Background: an optimization exercise with open tools, aiming at small area. Do not read the settings as production practice.
The RTL was checked by simulation tests, not by an equivalence proof against the original design.
No activity file was given, so power comes from the tool's default toggle rates.

==> inputs of raven <==
// vram_scanout
module vram_scanout #(
  parameter int          H_ACTIVE = 640,
  parameter int          H_FP     = 16,
  parameter int          H_SYNC   = 96,
  parameter int          H_BP     = 48,
  parameter int          V_ACTIVE = 480,
  parameter int          V_FP     = 10,
  parameter int          V_SYNC   = 2,
  parameter int          V_BP     = 33,
  parameter int          PIX_DIV  = 4,
  parameter logic [7:0]  FG_COLOR = 8'hFF,
  parameter logic [7:0]  BG_COLOR = 8'h00
) (
  input  logic                clk_i,
  input  logic                rst_ni,
  input  logic [H_ACTIVE-1:0] vram_rd_data_i,
  output logic [8:0]          vram_addr_o,
  output logic                vram_turn_o,
  output logic                pix_en_o,
  output logic                hsync_o,
  output logic                vsync_o,
  output logic [7:0]          rgb_o,
  output logic                frame_start_o
);
  localparam int H_TOTAL = H_ACTIVE + H_FP + H_SYNC + H_BP;
  localparam int V_TOTAL = V_ACTIVE + V_FP + V_SYNC + V_BP;
  localparam int HW = $clog2(H_TOTAL);
  localparam int VW = $clog2(V_TOTAL);
  localparam int DW = (PIX_DIV > 1) ? $clog2(PIX_DIV) : 1;
  localparam logic [DW-1:0] DIV_LAST = DW'(PIX_DIV - 1);
  localparam logic [HW-1:0] H_LAST   = HW'(H_TOTAL - 1);
  localparam logic [HW-1:0] H_ACT    = HW'(H_ACTIVE);
  localparam logic [HW-1:0] H_FETCH  = HW'(H_ACTIVE + 1);
  localparam logic [HW-1:0] HS_BEG   = HW'(H_ACTIVE + H_FP);
  localparam logic [HW-1:0] HS_END   = HW'(H_ACTIVE + H_FP + H_SYNC);
  localparam logic [VW-1:0] V_LAST   = VW'(V_TOTAL - 1);
  localparam logic [VW-1:0] V_ACT    = VW'(V_ACTIVE);
  localparam logic [VW-1:0] VS_BEG   = VW'(V_ACTIVE + V_FP);
  localparam logic [VW-1:0] VS_END   = VW'(V_ACTIVE + V_FP + V_SYNC);
  localparam int RL    = H_ACTIVE + 1;
  localparam int ROT0  = PIX_DIV * (H_TOTAL - H_ACTIVE) - 5;   
  localparam int TAP   = RL - 1;
  localparam int DINV = RL - (RL - 1) / PIX_DIV;
  localparam bit TAP_INV = ((1 + ROT0) % 2) == 1;
  logic [DW-1:0]       div_q;
  logic [HW-1:0]       hcnt_q;
  logic [VW-1:0]       lcnt_q;
  logic                ld_q, nld_q;
  logic                pix_q;
  ...
==> module vram_scanout, before the edit <==
module vram_scanout #(
  parameter int          H_ACTIVE = 640,
  parameter int          H_FP     = 16,
  parameter int          H_SYNC   = 96,
  parameter int          H_BP     = 48,
  parameter int          V_ACTIVE = 480,
  parameter int          V_FP     = 10,
  parameter int          V_SYNC   = 2,
  parameter int          V_BP     = 33,
  parameter int          PIX_DIV  = 4,
  parameter logic [7:0]  FG_COLOR = 8'hFF,
  parameter logic [7:0]  BG_COLOR = 8'h00
) (
  input  logic                clk_i,
  input  logic                rst_ni,
  input  logic [H_ACTIVE-1:0] vram_rd_data_i,
  output logic [8:0]          vram_addr_o,
  output logic                vram_turn_o,
  output logic                pix_en_o,
  output logic                hsync_o,
  output logic                vsync_o,
  output logic [7:0]          rgb_o,
  output logic                frame_start_o
);
  localparam int H_TOTAL = H_ACTIVE + H_FP + H_SYNC + H_BP;
  localparam int V_TOTAL = V_ACTIVE + V_FP + V_SYNC + V_BP;
  localparam int HW = $clog2(H_TOTAL);
  localparam int VW = $clog2(V_TOTAL);
  localparam int DW = (PIX_DIV > 1) ? $clog2(PIX_DIV) : 1;
  localparam logic [DW-1:0] DIV_LAST = DW'(PIX_DIV - 1);
  localparam logic [HW-1:0] H_LAST   = HW'(H_TOTAL - 1);
  localparam logic [HW-1:0] H_ACT    = HW'(H_ACTIVE);
  localparam logic [HW-1:0] H_FETCH  = HW'(H_ACTIVE + 1);
  localparam logic [HW-1:0] HS_BEG   = HW'(H_ACTIVE + H_FP);
  localparam logic [HW-1:0] HS_END   = HW'(H_ACTIVE + H_FP + H_SYNC);
  localparam logic [VW-1:0] V_LAST   = VW'(V_TOTAL - 1);
  localparam logic [VW-1:0] V_ACT    = VW'(V_ACTIVE);
  localparam logic [VW-1:0] VS_BEG   = VW'(V_ACTIVE + V_FP);
  localparam logic [VW-1:0] VS_END   = VW'(V_ACTIVE + V_FP + V_SYNC);
  localparam int RL    = H_ACTIVE + 1;
  localparam int ROT0  = PIX_DIV * (H_TOTAL - H_ACTIVE) - 5;   
  localparam int TAP   = RL - 1;
  localparam int DINV = RL - (RL - 1) / PIX_DIV;
  localparam bit TAP_INV = ((1 + ROT0) % 2) == 1;
  logic [DW-1:0]       div_q;
  logic [HW-1:0]       hcnt_q;
  logic [VW-1:0]       lcnt_q;
  logic                ld_q, nld_q;
  logic                pix_q;
  logic [RL-1:0]       ring_q, ring_d;
  logic                pix_en;
  logic                line_end;
  logic                active;
  logic                guard;
  logic                past_fetch;
  logic                fetching;
  logic                tap;
  assign pix_en     = (div_q == DIV_LAST);
  assign line_end   = pix_en && (hcnt_q == H_LAST);
  assign guard      = (hcnt_q == H_FETCH) && (div_q == '0);
  assign past_fetch = (hcnt_q > H_FETCH) || ((hcnt_q == H_FETCH) && (div_q != '0));
  assign active     = (hcnt_q < H_ACT) && (lcnt_q < V_ACT);
  assign fetching   = (hcnt_q == H_FETCH) &&
                      (guard ? (lcnt_q < V_ACT - 1) || (lcnt_q == V_LAST) : (lcnt_q < V_ACT));
  assign tap        = ring_q[TAP] ^ TAP_INV;
  for (genvar p = 0; p < RL; p++) begin : g_ring
    localparam int H = ((((TAP - ROT0 - p) % RL + RL) % RL) * DINV) % RL;
    localparam int PREV = (p + RL - 1) % RL;
    if (H >= H_ACTIVE) begin : g_pass
      assign ring_d[p] = ~(ring_q[PREV] | ld_q);
    end else begin : g_load
      assign ring_d[p] = ~((vram_rd_data_i[H] | nld_q) & (ring_q[PREV] | ld_q));
    end
  end
  always_ff @(posedge clk_i) begin
    ring_q <= ring_d;
  end
  always_ff @(posedge clk_i) begin
    if (!rst_ni) begin
      div_q   <= '0;
      hcnt_q  <= '0;
      lcnt_q  <= '0;
      ld_q    <= 1'b1;
      nld_q   <= 1'b1;
      pix_q   <= 1'b0;
    end else begin
      if (line_end) {hcnt_q, div_q} <= '0;
      else          {hcnt_q, div_q} <= {hcnt_q, div_q} + 1'b1;
      if (guard) lcnt_q <= (lcnt_q == V_LAST) ? '0 : lcnt_q + 1'b1;
      if (pix_en) pix_q <= active && tap;
      ld_q    <= fetching && (div_q == DW'(2));
      nld_q   <= !(fetching && (div_q == DW'(2)));
    end
  end
  logic hs_n, vs_n;
  assign hs_n = (hcnt_q > HS_BEG) && (hcnt_q <= HS_END);
  assign vs_n = ((hcnt_q == '0) || past_fetch) ? (lcnt_q > VS_BEG) && (lcnt_q <= VS_END)
                                               : (lcnt_q >= VS_BEG) && (lcnt_q < VS_END);
  assign vram_addr_o = (lcnt_q < V_ACT) ? 9'(lcnt_q) : 9'(V_ACTIVE - 1);
  assign vram_turn_o   = !fetching;
  assign pix_en_o      = pix_en;
  assign hsync_o       = !hs_n;
  assign vsync_o       = !vs_n;
  assign rgb_o         = pix_q ? FG_COLOR : BG_COLOR;
  assign frame_start_o = (div_q == '0) && (hcnt_q == HW'(1)) && (lcnt_q == '0);
endmodule
export LEC_CHECK = 0
export CAP_MARGIN = 0
export CORE_MARGIN = 2
export CORE_UTILIZATION = 50
export SLEW_MARGIN = 0
create_clock -name core_clock -period 10.0 [get_ports {clk_i}]
standard.sh (not shown) runs the stock make flow with config.mk's settings and CLKGATE_MAP_FILE= SYNTH_SCRIPT=/design/flow/synth_recipe.tcl, a recipe that flattens the netlist after the stock synthesis.
==> flow/flow/run.sh <==
#!/bin/bash
# The standard ORFS layout (standard.sh), with two changes:
#  - each port gets the smallest buffer (buf_1) instead of the default one;
#  - CTS builds the tree from clkbuf_4 only, clusters up to 11 flip-flops per
#    leaf buffer and inserts no dummy loads.
set -euo pipefail
export BUFFER_PORTS_ARGS="-buffer_cell sky130_fd_sc_hd__buf_1"
export RECOVER_POWER=100
export CTS_ARGS="-sink_clustering_enable -repair_clock_nets -dont_use_dummy_load -sink_clustering_size 11 -sink_clustering_max_diameter 50 -buf_list sky130_fd_sc_hd__clkbuf_4 -root_buf sky130_fd_sc_hd__clkbuf_4"
bash standard.sh > make_flow.log 2>&1
==> lagoon (differences from raven) <==
--- a/flow/design.v
+++ b/flow/design.v
@@ -45,6 +45,7 @@
   logic [DW-1:0]       div_q;
   logic [HW-1:0]       hcnt_q;
-  logic [VW-1:0]       lcnt_q;
+  logic [VW-1:0]       vcnt_q;
   logic                ld_q, nld_q;
+  logic                valid_q;
   logic                pix_q;
   logic [RL-1:0]       ring_q, ring_d;
@@ -52,15 +53,14 @@
   logic                line_end;
   logic                active;
-  logic                guard;
-  logic                past_fetch;
+  logic [VW-1:0]       v_next;
+  logic                fetch_line;
   logic                fetching;
   logic                tap;
   assign pix_en     = (div_q == DIV_LAST);
   assign line_end   = pix_en && (hcnt_q == H_LAST);
-  assign guard      = (hcnt_q == H_FETCH) && (div_q == '0);
-  assign past_fetch = (hcnt_q > H_FETCH) || ((hcnt_q == H_FETCH) && (div_q != '0));
-  assign active     = (hcnt_q < H_ACT) && (lcnt_q < V_ACT);
-  assign fetching   = (hcnt_q == H_FETCH) &&
-                      (guard ? (lcnt_q < V_ACT - 1) || (lcnt_q == V_LAST) : (lcnt_q < V_ACT));
+  assign active     = (hcnt_q < H_ACT) && (vcnt_q < V_ACT);
+  assign v_next     = (vcnt_q == V_LAST) ? '0 : vcnt_q + 1'b1;
+  assign fetch_line = (vcnt_q < V_ACT - 1) || (vcnt_q == V_LAST);
+  assign fetching   = (hcnt_q == H_FETCH) && fetch_line;
   assign tap        = ring_q[TAP] ^ TAP_INV;
   for (genvar p = 0; p < RL; p++) begin : g_ring
@@ -68,5 +68,5 @@
     localparam int PREV = (p + RL - 1) % RL;
     if (H >= H_ACTIVE) begin : g_pass
-      assign ring_d[p] = ~(ring_q[PREV] | ld_q);
+      assign ring_d[p] = ~ring_q[PREV];
     end else begin : g_load
       assign ring_d[p] = ~((vram_rd_data_i[H] | nld_q) & (ring_q[PREV] | ld_q));
@@ -80,22 +80,27 @@
       div_q   <= '0;
       hcnt_q  <= '0;
-      lcnt_q  <= '0;
-      ld_q    <= 1'b1;
+      vcnt_q  <= '0;
+      ld_q    <= 1'b0;
       nld_q   <= 1'b1;
+      valid_q <= 1'b0;
       pix_q   <= 1'b0;
     end else begin
       if (line_end) {hcnt_q, div_q} <= '0;
       else          {hcnt_q, div_q} <= {hcnt_q, div_q} + 1'b1;
-      if (guard) lcnt_q <= (lcnt_q == V_LAST) ? '0 : lcnt_q + 1'b1;
-      if (pix_en) pix_q <= active && tap;
-      ld_q    <= fetching && (div_q == DW'(2));
-      nld_q   <= !(fetching && (div_q == DW'(2)));
+      if (line_end) vcnt_q <= v_next;
+      if (pix_en) pix_q <= active && valid_q && tap;
+      ld_q    <= (hcnt_q == H_FETCH) && (div_q == DW'(2));
+      nld_q   <= !((hcnt_q == H_FETCH) && (div_q == DW'(2)));
+      if (ld_q) valid_q <= 1'b1;
     end
   end
   logic hs_n, vs_n;
   assign hs_n = (hcnt_q > HS_BEG) && (hcnt_q <= HS_END);
-  assign vs_n = ((hcnt_q == '0) || past_fetch) ? (lcnt_q > VS_BEG) && (lcnt_q <= VS_END)
-                                               : (lcnt_q >= VS_BEG) && (lcnt_q < VS_END);
-  assign vram_addr_o = (lcnt_q < V_ACT) ? 9'(lcnt_q) : 9'(V_ACTIVE - 1);
+  assign vs_n = (hcnt_q == '0) ? (vcnt_q > VS_BEG) && (vcnt_q <= VS_END)
+                               : (vcnt_q >= VS_BEG) && (vcnt_q < VS_END);
+  logic past_fetch;
+  assign past_fetch  = (hcnt_q > H_FETCH) || ((hcnt_q == H_FETCH) && (div_q != '0));
+  assign vram_addr_o = (vcnt_q >= V_ACT - 1) ? ((past_fetch && vcnt_q == V_LAST) ? '0 : 9'(V_ACTIVE - 1))
+                                             : 9'(past_fetch ? v_next : vcnt_q);
   assign vram_turn_o   = !fetching;
   assign pix_en_o      = pix_en;
@@ -103,4 +108,4 @@
   assign vsync_o       = !vs_n;
   assign rgb_o         = pix_q ? FG_COLOR : BG_COLOR;
-  assign frame_start_o = (div_q == '0) && (hcnt_q == HW'(1)) && (lcnt_q == '0);
+  assign frame_start_o = (div_q == '0) && (hcnt_q == HW'(1)) && (vcnt_q == '0);
 endmodule
==> flow/flow/run.sh (replaced) <==
#!/bin/bash
set -euo pipefail
export BUFFER_PORTS_ARGS="-buffer_cell sky130_fd_sc_hd__buf_1"
export CTS_ARGS="-sink_clustering_enable -repair_clock_nets -dont_use_dummy_load -sink_clustering_size 10 -sink_clustering_max_diameter 50 -buf_list sky130_fd_sc_hd__clkbuf_4 -root_buf sky130_fd_sc_hd__clkbuf_8"
bash standard.sh > make_flow.log 2>&1
CAP_MARGIN = 20   (was 0)
SLEW_MARGIN = 20   (was 0)
==> amber (differences from raven) <==
==> flow/flow/run.sh (replaced) <==
#!/bin/bash
# The standard ORFS layout (standard.sh), with two changes:
#  - each port gets the smallest buffer (buf_1) instead of the default one;
#  - CTS builds the tree from clkbuf_4 only, clusters up to 11 flip-flops per
#    leaf buffer and inserts no dummy loads.
set -euo pipefail
export BUFFER_PORTS_ARGS="-buffer_cell sky130_fd_sc_hd__buf_1"
export CTS_ARGS="-sink_clustering_enable -repair_clock_nets -dont_use_dummy_load -sink_clustering_size 11 -sink_clustering_max_diameter 40 -buf_list sky130_fd_sc_hd__clkbuf_4 -root_buf sky130_fd_sc_hd__clkbuf_4"
bash standard.sh > make_flow.log 2>&1
==> comparison table <==
| quantity | amber | raven | lagoon |
|---|---|---|---|
| Kind of end point of the critical path | primary output | flip-flop | primary output |
| Clock-cell share | 2.60% | 2.41% | 2.83% |
| Total Routing Usage GR | 28.9% | 29.0% | 28.4% |
| Fin. max-slew vios | 0 | 358 | 0 |
| Maximum number of pins on one net before global-route repair | 262 | 262 | 211 |
| Layout sequential cell count | 666 | 666 | 667 |
| Run status | complete, no violations | complete, but fails checks | complete, no violations |
| Reasons for failing layout checks | - | capacitance limit, slew limit | - |
| Flip-flop and latch count after synthesis | 666 | 666 | 667 |
| Endpoint, Worst Hold | ring_q[55] | ring_q[53] | ring_q[9] |
| Slowest-stage cell, CP | nor4_1 | clkbuf_1 | nor3_1 |
| Fraction of power consumed by combinational cells | 6.0% | 6.1% | 2.6% |
| Worst hold margin | 0.379 ns | 0.361 ns | 0.373 ns |
| Post-Synth Simple-Gate Area | 2.90% | 2.90% | 3.20% |
| Final clock period utilization by the worst path | 46.1% | 62.0% | 47.7% |
| Non-clk invs | 10 | 10 | 6 |
| Post-synthesis adder-cell area fraction | 0.396% | 0.396% | 0.328% |
| Number of buffers created by CTS | 77 | 71 | 77 |
| Area fraction in compound gates after synthesis | 22.4% | 22.4% | 22.0% |
| Post-layout power | 4.30 mW | 4.28 mW | 3.97 mW |
| Die extent in y | 199 um | 199 um | 199 um |
| Cell area after technology mapping | 0.0190 mm2 | 0.0190 mm2 | 0.0191 mm2 |
| Worst slew pin tran | 1.18 ns | 4.71 ns | 1.01 ns |
| Reported clock group power | 1.15 mW | 1.12 mW | 1.20 mW |
| Count of fill cells added during filler insertion | 3427 | 3442 | 3474 |
| VDD IR-drop max | 0.125 mV | 0.132 mV | 0.124 mV |
| Fraction of synthesized area in multiplexers | 0% | 0% | 0.0524% |

[re-timing with driven ports]
How much do the figures lean on ideal ports? The routed layouts below were timed once more, with nothing changed but the port constraints. Step 1 assumes that a clkbuf_16 drives the clock port and a buf_2 every other input. Step 2 adds t to the input delays and takes it off the output delays; t is the mean of the earliest and latest rising clock arrival at the registers after step 1. Input paths then give back, and output paths get back, about the clock's delay inside the block. a / b / c = no drivers / after step 1 / after step 2; a / b = the first two.
run	shift t [ns]	setup WS [ns]	hold WS [ns]
raven	0.793	3.804 / 3.804 / 3.804	0.361 / 0.361 / 0.361
lagoon	0.656	5.228 / 5.174 / 5.830	0.373 / 0.373 / 0.373
amber	0.793	5.388 / 5.336 / 6.129	0.379 / 0.379 / 0.379
